From an optimization exercise on the open Yosys and OpenROAD flow, aimed at small area, a short achievable clock period and few clock cycles per item; shortcuts taken in it are not production practice.
The RTL was checked by simulation tests, not by an equivalence proof against the original design.

==> inputs of nickel <==
// rational_fraction_alu_core
module rational_fraction_alu_core (
  input  logic               clk,
  input  logic               rst_n,
  input  logic               in_valid,
  output logic               in_ready,
  input  logic [2:0]         in_kind,
  input  logic signed [31:0] in_a_num,
  input  logic signed [31:0] in_a_den,
  input  logic signed [31:0] in_b_num,
  input  logic signed [31:0] in_b_den,
  output logic               out_valid,
  input  logic               out_ready,
  output logic signed [31:0] out_res_num,
  output logic [30:0]        out_res_den,
  output logic [1:0]         out_order,
  output logic [1:0]         out_status,
  output logic               out_last
);
==> flow/config.mk <==
export PLATFORM = sky130hd
export DESIGN_NAME = rational_fraction_alu_core
export DESIGN_NICKNAME = rational_fraction_alu_core
export VERILOG_FILES = /design/flow/design.v
export SDC_FILE = /design/flow/constraint.sdc
export NUM_CORES = 4
export LEC_CHECK = 0
export CAP_MARGIN = 30
export CORE_MARGIN = 2
export CORE_UTILIZATION = 60
export SETUP_SLACK_MARGIN = 5
export SLEW_MARGIN = 30
==> flow/constraint.sdc <==
create_clock -name core_clock -period 11.0 [get_ports {clk}]
set_input_delay 2.2000 -clock core_clock [delete_from_list [all_inputs] [get_ports {clk}]]
set_output_delay 2.2000 -clock core_clock [all_outputs]
set_load 0.01 [all_outputs]
run.sh (not shown) runs the stock make flow with config.mk's settings and CLKGATE_MAP_FILE= SYNTH_SCRIPT=/design/flow/synth_recipe.tcl, a recipe that flattens the netlist after the stock synthesis.
==> inputs of harbor, as changes to nickel <==
--- a/flow/design.v
+++ b/flow/design.v
@@ -225,17 +225,16 @@
   localparam logic [3:0] M_X     = 4'd2;    
   localparam logic [3:0] M_D     = 4'd3;    
   localparam logic [3:0] M_RA    = 4'd4;    
   localparam logic [3:0] M_RB    = 4'd5;    
   localparam logic [3:0] M_FIN   = 4'd6;    
   localparam logic [3:0] M_RWAIT = 4'd7;    
   localparam logic [3:0] M_ERR   = 4'd8;    
   localparam logic [3:0] M_SKIP  = 4'd9;    
-  localparam logic [3:0] M_FIN0  = 4'd10;   
   function automatic logic [1:0] top_f(input logic [31:0] m, input logic s);
     logic c1, c2, c3;
     c1 = s & (&m[7:0]);
     c2 = c1 & (&m[15:8]);
     c3 = c2 & (&m[23:16]);
     if ((|m[31:24]) | c3)      top_f = 2'd3;
     else if ((|m[23:16]) | c2) top_f = 2'd2;
     else if ((|m[15:8]) | c1)  top_f = 2'd1;
@@ -271,18 +270,17 @@
   logic [2:0]  mk_r;
   logic        mhalf_r, mfirst_r, mph_r, msub_r, msa_r, msb_r, mzd_r;
   logic [1:0]  mcnt_r, mst_r;
   logic        mswx_r, mswy_r, mswd_r;    
   logic [63:0] M1_r, M2_r;
   logic        hv_r, hcmp_r, hlast_r, hsub_r, hsa_r, hsy_r, hneg_r;
   logic [1:0]  hst_r;
   logic [31:0] pm_r;
-  logic        ps_r, qc_r;
-  logic [7:0]  qk_r;
+  logic [7:0]  ch_r;
   logic        p_en, p_first, p_shift, p_sub, p_copy;
   logic        ov_r, last_r, in_ready_r, tok_r, htok_r;
   logic [31:0] onum_r;
   logic [30:0] oden_r;
   logic [1:0]  sto_r, ordo_r;
   logic        free0, free1, rv0, rv1, start0, start1;
   logic [31:0] mag0, mag1;
   logic        neg0, neg1;
@@ -300,18 +298,17 @@
     min2_f = (x < y) ? x : y;
   endfunction
   function automatic logic [1:0] max2_f(input logic [1:0] x, input logic [1:0] y);
     max2_f = (x < y) ? y : x;
   endfunction
   logic [2:0]  psel, qsel;
   logic [1:0]  idx;
   logic        s1_en, s1_first, s1_shift, s1_sub, s1_copy;
-  logic [31:0] pm, qm, qz;
-  logic        qcarry;
+  logic [31:0] pm, qm, qabs;
   logic        ps, qs;
   logic [7:0]  qk;
   logic disp;
   assign disp = (ms_r == M_IDLE) && in_valid && (!hv_r || handoff);
   logic [2:0] fk;
   logic [1:0] tdq, d_idx, f_idx;
   logic       d_sw, f_swx, f_swy;
   assign fk    = (ms_r == M_IDLE) ? in_kind : mk_r;
@@ -411,96 +408,79 @@
   always_comb begin
     case (psel)
       O_AN:    begin pm = m_an; ps = in_a_num[31]; end
       O_BN:    begin pm = m_bn; ps = in_b_num[31]; end
       O_AD:    begin pm = m_ad; ps = in_a_den[31]; end
       default: begin pm = m_bd; ps = in_b_den[31]; end
     endcase
     case (qsel)
-      O_AN:    begin qm = m_an; qz = in_a_num; qs = in_a_num[31]; end
-      O_BN:    begin qm = m_bn; qz = in_b_num; qs = in_b_num[31]; end
-      O_AD:    begin qm = m_ad; qz = in_a_den; qs = in_a_den[31]; end
-      O_BD:    begin qm = m_bd; qz = in_b_den; qs = in_b_den[31]; end
-      default: begin qm = 32'd1; qz = 32'd1; qs = 1'b0; end
+      O_AN:    begin qm = m_an; qs = in_a_num[31]; end
+      O_BN:    begin qm = m_bn; qs = in_b_num[31]; end
+      O_AD:    begin qm = m_ad; qs = in_a_den[31]; end
+      O_BD:    begin qm = m_bd; qs = in_b_den[31]; end
+      default: begin qm = 32'd1; qs = 1'b0; end
     endcase
+    qabs = qm + {31'd0, qs};
     case (idx)
-      2'd0:    begin qk = qm[7:0];   qcarry = qs; end
-      2'd1:    begin qk = qm[15:8];  qcarry = qs & ~(|qz[7:0]); end
-      2'd2:    begin qk = qm[23:16]; qcarry = qs & ~(|qz[15:0]); end
-      default: begin qk = qm[31:24]; qcarry = qs & ~(|qz[23:0]); end
+      2'd0:    qk = qabs[7:0];
+      2'd1:    qk = qabs[15:8];
+      2'd2:    qk = qabs[23:16];
+      default: qk = qabs[31:24];
     endcase
   end
   always_ff @(posedge clk) begin
-    pm_r    <= pm;
-    ps_r    <= ps;
-    qk_r    <= qk;
-    qc_r    <= qcarry;
+    pm_r    <= pm + {31'd0, ps};    
+    ch_r    <= qk;
     p_en    <= s1_en && rst_n;
     p_first <= s1_first;
     p_shift <= s1_shift;
     p_sub   <= s1_sub;
     p_copy  <= s1_en && s1_copy;
   end
-  logic [7:0]  ch;
-  logic [39:0] r [0:8];
-  logic [39:0] l1s [0:2], l1c [0:2];
-  logic [39:0] l2s [0:1], l2c [0:1];
-  logic [39:0] l3s, l3c, l4s, l4c;
-  logic [39:0] s_r, c_r;
-  logic        q_en, q_first, q_shift, q_sub, q_copy;
-  assign ch = qk_r + {7'd0, qc_r};
+  logic [63:0] base, sum, acc_next;
+  logic [63:0] r [0:8];
+  logic [63:0] l1s [0:2], l1c [0:2];
+  logic [63:0] l2s [0:1], l2c [0:1];
+  logic [63:0] l3s, l3c, l4s, l4c;
+  assign base = p_first ? 64'd0 : p_shift ? {M1_r[55:0], 8'd0} : p_sub ? ~M1_r : M1_r;
   always_comb begin
-    for (int j = 0; j < 8; j++) r[j] = ch[j] ? ({8'd0, pm_r} << j) : 40'd0;
-    r[8] = ps_r ? {32'd0, ch} : 40'd0;
+    for (int j = 0; j < 8; j++) r[j] = ch_r[j] ? ({32'd0, pm_r} << j) : 64'd0;
+    r[8] = base;
     for (int j = 0; j < 3; j++) begin
       l1s[j] = r[3*j] ^ r[3*j+1] ^ r[3*j+2];
       l1c[j] = ((r[3*j] & r[3*j+1]) | (r[3*j] & r[3*j+2]) | (r[3*j+1] & r[3*j+2])) << 1;
     end
     l2s[0] = l1s[0] ^ l1c[0] ^ l1s[1];
     l2c[0] = ((l1s[0] & l1c[0]) | (l1s[0] & l1s[1]) | (l1c[0] & l1s[1])) << 1;
     l2s[1] = l1c[1] ^ l1s[2] ^ l1c[2];
     l2c[1] = ((l1c[1] & l1s[2]) | (l1c[1] & l1c[2]) | (l1s[2] & l1c[2])) << 1;
     l3s = l2s[0] ^ l2c[0] ^ l2s[1];
     l3c = ((l2s[0] & l2c[0]) | (l2s[0] & l2s[1]) | (l2c[0] & l2s[1])) << 1;
     l4s = l3s ^ l3c ^ l2c[1];
     l4c = ((l3s & l3c) | (l3s & l2c[1]) | (l3c & l2c[1])) << 1;
   end
-  always_ff @(posedge clk) begin
-    s_r     <= l4s;
-    c_r     <= l4c;
-    q_en    <= p_en && rst_n;
-    q_first <= p_first;
-    q_shift <= p_shift;
-    q_sub   <= p_sub;
-    q_copy  <= p_copy && rst_n;
-  end
-  logic [63:0] base, t3, u3, sum, acc_next;
-  assign base = q_first ? 64'd0 : q_shift ? {M1_r[55:0], 8'd0} : q_sub ? ~M1_r : M1_r;
-  assign t3   = base ^ {24'd0, s_r} ^ {24'd0, c_r};
-  assign u3   = {(base[62:0] & {23'd0, s_r}) | (base[62:0] & {23'd0, c_r})
-                 | ({23'd0, s_r} & {23'd0, c_r}), 1'b0};
   always_comb begin
     logic [63:0] g, pr, x;
-    x  = t3 ^ u3;
-    g  = t3 & u3;
+    x  = l4s ^ l4c;
+    g  = l4s & l4c;
     pr = x;
     for (int l = 0; l < 6; l++)
       for (int i = 63; i >= 0; i--)
         if ((i >> l) & 1) begin
           g[i]  = g[i] | (pr[i] & g[((i >> l) << l) - 1]);
           pr[i] = pr[i] & pr[((i >> l) << l) - 1];
         end
     sum[0] = x[0];
     for (int i = 1; i < 64; i++) sum[i] = x[i] ^ g[i-1];
   end
-  assign acc_next = q_sub ? ~sum : sum;
+  assign acc_next = p_sub ? ~sum : sum;
   always_ff @(posedge clk) begin
-    if (q_copy) M2_r <= M1_r;
-    if (q_en)   M1_r <= acc_next;
+    if (p_copy) M2_r <= M1_r;
+    if (p_en)   M1_r <= acc_next;
   end
   logic [3:0] ms_n;
   logic [2:0] mk_n;
   logic [1:0] mcnt_n, mst_n;
   logic       mhalf_n, mfirst_n, mph_n, msub_n, msa_n, msb_n, mzd_n, hv_n, hset;
   logic       mswx_n, mswy_n, mswd_n;
   logic       dnext;    
   always_comb begin
@@ -571,38 +551,37 @@
           mcnt_n = idx;
           if (mfirst_r) begin
             mswx_n = f_swx;
             mswy_n = f_swy;
           end
         end else begin
           mph_n  = 1'b0;
           mcnt_n = idx - 2'd1;
-          if (idx == 2'd0) ms_n = M_FIN0;
+          if (idx == 2'd0) ms_n = M_FIN;
         end
       end
       M_X: begin
         if (mfirst_r) mswx_n = f_swx;
         mfirst_n = 1'b0;
         mcnt_n   = idx - 2'd1;
-        if (idx == 2'd0) ms_n = M_FIN0;
+        if (idx == 2'd0) ms_n = M_FIN;
       end
       M_RB: begin
         mzd_n = mhalf_r ? z_bd : z_ad;
         ms_n  = M_RA;
       end
       M_RWAIT: begin
         if (handoff) begin
           mhalf_n = 1'b1;
           mzd_n   = z_bd;
           ms_n    = M_RA;
         end
       end
-      M_RA: ms_n = M_FIN0;
-      M_FIN0: ms_n = M_FIN;
+      M_RA: ms_n = M_FIN;
       M_FIN: begin
         hset = 1'b1;
         ms_n = (mk_r == KIND_RED && !mhalf_r) ? M_RWAIT : M_IDLE;
       end
       M_ERR: begin
         hset = 1'b1;
         ms_n = M_IDLE;
       end
==> run notes <==
Against harbor, the utilization of nickel is lower by 1.5 points. Of harbor and nickel, harbor has the higher hold slack (gap 0.12 ns). Of nickel and harbor, harbor has the higher final cell count (gap 2.6%, measured against harbor). Of nickel and harbor, nickel has the higher maximum frequency (gap 15%, measured against harbor).
Testbench counts of nickel, summed over its fixed seeds: cycles 15,204, items 1,280.
Testbench counts of harbor, summed over its fixed seeds: cycles 14,931, items 1,280.

* * *

==> inputs of 08-21 <==
Another version of the RTL of rational_fraction_alu_core (not shown whole).
make LEC_CHECK=0 CAP_MARGIN=20 CORE_MARGIN=2 CORE_UTILIZATION=60 SETUP_SLACK_MARGIN=5 SLEW_MARGIN=20 finish   # period 11.0 ns
==> inputs of 05-02, as changes to 08-21 <==
--- a/flow/design.v
+++ b/flow/design.v
@@ -249,40 +249,42 @@
     c3 = c2 & (&m[23:16]);
     if ((|m[31:24]) | c3)      top_f = 2'd3;
     else if ((|m[23:16]) | c2) top_f = 2'd2;
     else if ((|m[15:8]) | c1)  top_f = 2'd1;
     else                       top_f = 2'd0;
   endfunction
   logic [31:0] m_an, m_ad, m_bn, m_bd;
   logic        z_an, z_ad, z_bn, z_bd, sa_in, sb_in;
-  logic [1:0]  top_ad, top_bd, top_bn;
+  logic [1:0]  top_an, top_ad, top_bd, top_bn;
   assign m_an   = in_a_num ^ {32{in_a_num[31]}};
   assign m_ad   = in_a_den ^ {32{in_a_den[31]}};
   assign m_bn   = in_b_num ^ {32{in_b_num[31]}};
   assign m_bd   = in_b_den ^ {32{in_b_den[31]}};
   assign z_an   = in_a_num == 32'd0;
   assign z_ad   = in_a_den == 32'd0;
   assign z_bn   = in_b_num == 32'd0;
   assign z_bd   = in_b_den == 32'd0;
   assign sa_in  = (in_a_num[31] ^ in_a_den[31]) && !z_an;
   assign sb_in  = (in_b_num[31] ^ in_b_den[31]) && !z_bn;
+  assign top_an = top_f(m_an, in_a_num[31]);
   assign top_ad = top_f(m_ad, in_a_den[31]);
   assign top_bd = top_f(m_bd, in_b_den[31]);
   assign top_bn = top_f(m_bn, in_b_num[31]);
   logic [1:0] tad_r, tbd_r, tbn_r;
   always_ff @(posedge clk) begin
     tad_r <= top_ad;
     tbd_r <= top_bd;
     tbn_r <= top_bn;
   end
   logic [3:0]  ms_r;
   logic [2:0]  mk_r;
   logic        mhalf_r, mfirst_r, mph_r, msub_r, msa_r, msb_r, mzd_r;
   logic [1:0]  mcnt_r, mst_r;
+  logic        mswx_r, mswy_r, mswd_r;    
   logic [63:0] M1_r, M2_r;
   logic        hv_r, hcmp_r, hlast_r, hsub_r, hsa_r, hsy_r, hneg_r;
   logic [1:0]  hst_r;
   logic [31:0] pm_r;
   logic        ps_r;
   logic [7:0]  ch_r;
   logic        p_en, p_first, p_shift, p_sub, p_dst;
   logic        ov_r, last_r, in_ready_r, tok_r, htok_r;
@@ -296,99 +298,120 @@
   logic [1:0]  st0, st1, ord0, ord1;
   logic        last0, last1;
   logic out_free, handoff, wr;
   assign out_free = !ov_r || out_ready;
   assign wr       = (tok_r ? rv1 : rv0) && out_free;    
   assign handoff  = hv_r && (htok_r ? free1 : free0);
   assign start0   = handoff && !htok_r;
   assign start1   = handoff && htok_r;
-  logic [1:0]  psel, qsel, idx, kmax;
-  logic        s1_en, s1_first, s1_shift, s1_sub, s1_dst;
+  localparam logic [2:0] O_AN = 3'd0, O_BN = 3'd1, O_AD = 3'd2, O_BD = 3'd3, O_ONE = 3'd4;
+  function automatic logic [1:0] min2_f(input logic [1:0] x, input logic [1:0] y);
+    min2_f = (x < y) ? x : y;
+  endfunction
+  function automatic logic [1:0] max2_f(input logic [1:0] x, input logic [1:0] y);
+    max2_f = (x < y) ? y : x;
+  endfunction
+  logic [2:0]  psel, qsel;
+  logic [1:0]  idx, tdq;
+  logic        s1_en, s1_first, s1_shift, s1_sub, s1_dst, swd;
   logic [31:0] pm, qm, qabs;
   logic        ps, qs;
   logic [7:0]  qk;
-  assign kmax = (tbd_r > tad_r) ? tbd_r : tad_r;
   logic disp;
   assign disp = (ms_r == M_IDLE) && in_valid && (!hv_r || handoff);
+  assign tdq = (mk_r == KIND_DIV) ? tbn_r : tbd_r;
+  assign swd = mfirst_r ? (tad_r < tdq) : mswd_r;
   always_comb begin
-    psel     = 2'd0;
-    qsel     = 2'd3;
+    psel     = O_AN;
+    qsel     = O_ONE;
     idx      = 2'd0;
     s1_en    = 1'b0;
     s1_first = 1'b1;
     s1_shift = 1'b1;
     s1_sub   = 1'b0;
     s1_dst   = 1'b0;
     case (ms_r)
       M_IDLE: begin
         s1_en = disp && (in_kind <= KIND_RED);
         if (in_kind == KIND_RED) begin
-          psel = 2'd0;
-        end else if (in_kind == KIND_MUL || in_kind == KIND_DIV) begin
-          psel = 2'd0;
-          qsel = (in_kind == KIND_MUL) ? 2'd2 : 2'd0;
-          idx  = (in_kind == KIND_MUL) ? top_bn : top_bd;
+          psel = O_AN;
+        end else if (in_kind == KIND_MUL) begin
+          psel = (top_an < top_bn) ? O_BN : O_AN;
+          qsel = (top_an < top_bn) ? O_AN : O_BN;
+          idx  = min2_f(top_an, top_bn);
+        end else if (in_kind == KIND_DIV) begin
+          psel = (top_an < top_bd) ? O_BD : O_AN;
+          qsel = (top_an < top_bd) ? O_AN : O_BD;
+          idx  = min2_f(top_an, top_bd);
         end else begin
-          psel = 2'd0; qsel = 2'd0;
-          idx  = (top_bd > top_ad) ? top_bd : top_ad;
+          psel = (top_an < top_bd) ? O_BD : O_AN;
+          qsel = (top_an < top_bd) ? O_AN : O_BD;
+          idx  = max2_f(min2_f(top_an, top_bd), min2_f(top_bn, top_ad));
         end
       end
       M_XY: begin
         s1_en = 1'b1;
+        idx   = mcnt_r;
         if (!mph_r) begin
-          psel = 2'd0; qsel = 2'd0;
-          s1_first = mfirst_r;
-          idx = mfirst_r ? kmax : mcnt_r;
+          psel = mswx_r ? O_BD : O_AN;
+          qsel = mswx_r ? O_AN : O_BD;
+          s1_first = 1'b0;
         end else begin
-          psel = 2'd1; qsel = 2'd1;
+          psel = mswy_r ? O_AD : O_BN;
+          qsel = mswy_r ? O_BN : O_AD;
           s1_first = 1'b0; s1_shift = 1'b0; s1_sub = msub_r;
-          idx = mcnt_r;
         end
       end
       M_X: begin
         s1_en = 1'b1;
-        psel = 2'd0;
-        qsel = (mk_r == KIND_MUL) ? 2'd2 : 2'd0;
-        s1_first = mfirst_r;
-        idx = !mfirst_r ? mcnt_r : (mk_r == KIND_MUL) ? tbn_r : tbd_r;
+        idx   = mcnt_r;
+        s1_first = 1'b0;
+        if (mk_r == KIND_MUL) begin
+          psel = mswx_r ? O_BN : O_AN;
+          qsel = mswx_r ? O_AN : O_BN;
+        end else begin
+          psel = mswx_r ? O_BD : O_AN;
+          qsel = mswx_r ? O_AN : O_BD;
+        end
       end
       M_D: begin
         s1_en = 1'b1; s1_dst = 1'b1;
-        psel = 2'd2;
-        qsel = (mk_r == KIND_DIV) ? 2'd2 : 2'd0;
         s1_first = mfirst_r;
-        idx = !mfirst_r ? mcnt_r : (mk_r == KIND_DIV) ? tbn_r : tbd_r;
+        idx = mfirst_r ? min2_f(tad_r, tdq) : mcnt_r;
+        psel = !swd ? O_AD : (mk_r == KIND_DIV) ? O_BN : O_BD;
+        qsel = swd ? O_AD : (mk_r == KIND_DIV) ? O_BN : O_BD;
       end
       M_RA: begin
         s1_en = 1'b1;
-        psel = mhalf_r ? 2'd1 : 2'd0;
+        psel = mhalf_r ? O_BN : O_AN;
       end
       M_RWAIT: begin
         s1_en = handoff;
-        psel = 2'd1;
+        psel = O_BN;
       end
       M_RB: begin
         s1_en = 1'b1; s1_dst = 1'b1;
-        psel = mhalf_r ? 2'd3 : 2'd2;
+        psel = mhalf_r ? O_BD : O_AD;
       end
       default: ;
     endcase
   end
   always_comb begin
     case (psel)
-      2'd0:    begin pm = m_an; ps = in_a_num[31]; end
-      2'd1:    begin pm = m_bn; ps = in_b_num[31]; end
-      2'd2:    begin pm = m_ad; ps = in_a_den[31]; end
+      O_AN:    begin pm = m_an; ps = in_a_num[31]; end
+      O_BN:    begin pm = m_bn; ps = in_b_num[31]; end
+      O_AD:    begin pm = m_ad; ps = in_a_den[31]; end
       default: begin pm = m_bd; ps = in_b_den[31]; end
     endcase
     case (qsel)
-      2'd0:    begin qm = m_bd; qs = in_b_den[31]; end
-      2'd1:    begin qm = m_ad; qs = in_a_den[31]; end
-      2'd2:    begin qm = m_bn; qs = in_b_num[31]; end
+      O_AN:    begin qm = m_an; qs = in_a_num[31]; end
+      O_BN:    begin qm = m_bn; qs = in_b_num[31]; end
+      O_AD:    begin qm = m_ad; qs = in_a_den[31]; end
+      O_BD:    begin qm = m_bd; qs = in_b_den[31]; end
       default: begin qm = 32'd1; qs = 1'b0; end
     endcase
     qabs = qm + {31'd0, qs};
     case (idx)
       2'd0:    qk = qabs[7:0];
       2'd1:    qk = qabs[15:8];
       2'd2:    qk = qabs[23:16];
       default: qk = qabs[31:24];
@@ -437,41 +460,47 @@
       if (p_dst) M2_r <= acc_next;
       else       M1_r <= acc_next;
     end
   end
   logic [3:0] ms_n;
   logic [2:0] mk_n;
   logic [1:0] mcnt_n, mst_n;
   logic       mhalf_n, mfirst_n, mph_n, msub_n, msa_n, msb_n, mzd_n, hv_n, hset;
+  logic       mswx_n, mswy_n, mswd_n;
   always_comb begin
     ms_n     = ms_r;
     mk_n     = mk_r;
     mcnt_n   = mcnt_r;
     mst_n    = mst_r;
     mhalf_n  = mhalf_r;
     mfirst_n = mfirst_r;
     mph_n    = mph_r;
     msub_n   = msub_r;
     msa_n    = msa_r;
     msb_n    = msb_r;
     mzd_n    = mzd_r;
+    mswx_n   = mswx_r;
+    mswy_n   = mswy_r;
+    mswd_n   = mswd_r;
     hset     = 1'b0;
     case (ms_r)
       M_IDLE: begin
         if (disp) begin
           mk_n     = in_kind;
           msa_n    = sa_in;
           msb_n    = sb_in;
           msub_n   = (in_kind == KIND_CMP) || (sa_in != (sb_in ^ (in_kind == KIND_SUB)));
           mfirst_n = 1'b0;
           mph_n    = 1'b1;
           mhalf_n  = 1'b0;
           mcnt_n   = idx;
           mzd_n    = z_ad;
+          mswx_n   = (in_kind == KIND_MUL) ? (top_an < top_bn) : (top_an < top_bd);
+          mswy_n   = top_bn < top_ad;
           mst_n    = (in_kind == KIND_DIV && !z_ad && !z_bd) ? ST_DIV0 : ST_ZDEN;
           if (in_kind > KIND_RED) ms_n = M_SKIP;
           else if (in_kind <= KIND_CMP && (z_ad || z_bd)) ms_n = M_ERR;
           else if (in_kind == KIND_DIV && z_bn) ms_n = M_ERR;
           else if (in_kind == KIND_RED) ms_n = M_RB;
           else if (in_kind == KIND_MUL || in_kind == KIND_DIV) begin
             mcnt_n   = idx - 2'd1;
             mfirst_n = idx == 2'd0;
@@ -497,16 +526,17 @@
         mfirst_n = 1'b0;
         mcnt_n   = idx - 2'd1;
         if (idx == 2'd0) begin
           mfirst_n = 1'b1;
           ms_n     = M_D;
         end
       end
       M_D: begin
+        mswd_n   = swd;
         mfirst_n = 1'b0;
         mcnt_n   = idx - 2'd1;
         if (idx == 2'd0) ms_n = M_FIN;
       end
       M_RA: begin
         mzd_n = mhalf_r ? z_bd : z_ad;
         ms_n  = M_RB;
       end
@@ -539,16 +569,19 @@
     mst_r    <= mst_n;
     mhalf_r  <= mhalf_n;
     mfirst_r <= mfirst_n;
     mph_r    <= mph_n;
     msub_r   <= msub_n;
     msa_r    <= msa_n;
     msb_r    <= msb_n;
     mzd_r    <= mzd_n;
+    mswx_r   <= mswx_n;
+    mswy_r   <= mswy_n;
+    mswd_r   <= mswd_n;
     hv_r     <= hv_n;
     in_ready_r <= (ms_n == M_FIN && mk_n != KIND_RED) || (ms_n == M_ERR) || (ms_n == M_SKIP)
                || (ms_n == M_RB && mhalf_n);
     if (hset) begin
       hst_r   <= (ms_r == M_ERR) ? mst_r : (mk_r == KIND_RED && mzd_r) ? ST_ZDEN : ST_OK;
       hcmp_r  <= (ms_r != M_ERR) && (mk_r == KIND_CMP);
       hlast_r <= !(mk_r == KIND_RED && !mhalf_r);
       hsub_r  <= msub_r && (mk_r == KIND_ADD || mk_r == KIND_SUB || mk_r == KIND_CMP);
CAP_MARGIN = 35   (was 20)
CORE_UTILIZATION = 50   (was 60)
SLEW_MARGIN = 35   (was 20)
==> impl_metrics.csv <==
group,metric,value,unit
timing,period_needed,6.71,ns
run_status,status,"no timing/DRC/antenna violations",
clock_network,cts_resized,288,
layout,num-nonclk-inverters,528,
setup_path,cp_slowest_cell,"or4_4",
global_routing,grtUsageTotal,34.8,%
global_routing,use_met2,51.2,%
floorplan,die_w,405,um
floorplan,dieArea,164000,um2
That was 05-02.
==> impl_metrics.csv <==
group,metric,value,unit
run_status,status,"no timing/DRC/antenna violations",
global_routing,use_met2,61.3,%
layout,multi_input_area_share,63.1,%
layout,num-nonclk-inverters,556,
timing,period_needed,6.29,ns
floorplan,dieArea,136000,um2
floorplan,die_y,369,um
setup_path,cp_slowest_cell,"fa_1",
placement,place_congestion,1.01,
setup_path,r2r_slack,4.71,ns
floorplan,die_w,369,um
That was 08-21.
Testbench counts of 08-21, summed over its fixed seeds: cycles 15,332, items 1,280.
Testbench counts of 05-02, summed over its fixed seeds: cycles 14,745, items 1,280.

-- static timing again, ports no longer ideal --
The results above use ideal ports. As a check the final layouts listed here were re-extracted and re-timed, cells and wires unchanged.
Step 1 sets driving cells, clkbuf_16 on the clock port and buf_2 on the other inputs (assumed; they add their load-dependent delay and slew).
Step 2 times the ports against the registers' clock, not the clock port: input delays grow and output delays shrink by t, the midpoint of the rising clock arrivals with the driver on.
Three values: ideal, step 1, step 2; two values: the first two.
| run | t, ns | setup slack, ns | cell pins on the clock port's net |
|---|---|---|---|
| nickel | 0.800 | 5.132 / 5.132 / 4.395 | 1 |
| harbor | 0.790 | 4.227 / 4.227 / 4.227 | 1 |
| 08-21 | 0.807 | 4.711 / 4.711 / 4.438 | 1 |
| 05-02 | 0.841 | 4.290 / 4.329 / 3.488 | 1 |
After both steps every run listed still meets setup and hold. The setup slack of 05-02, which loses most, moves by +0.039 ns with the drivers and by -0.802 ns with both steps.
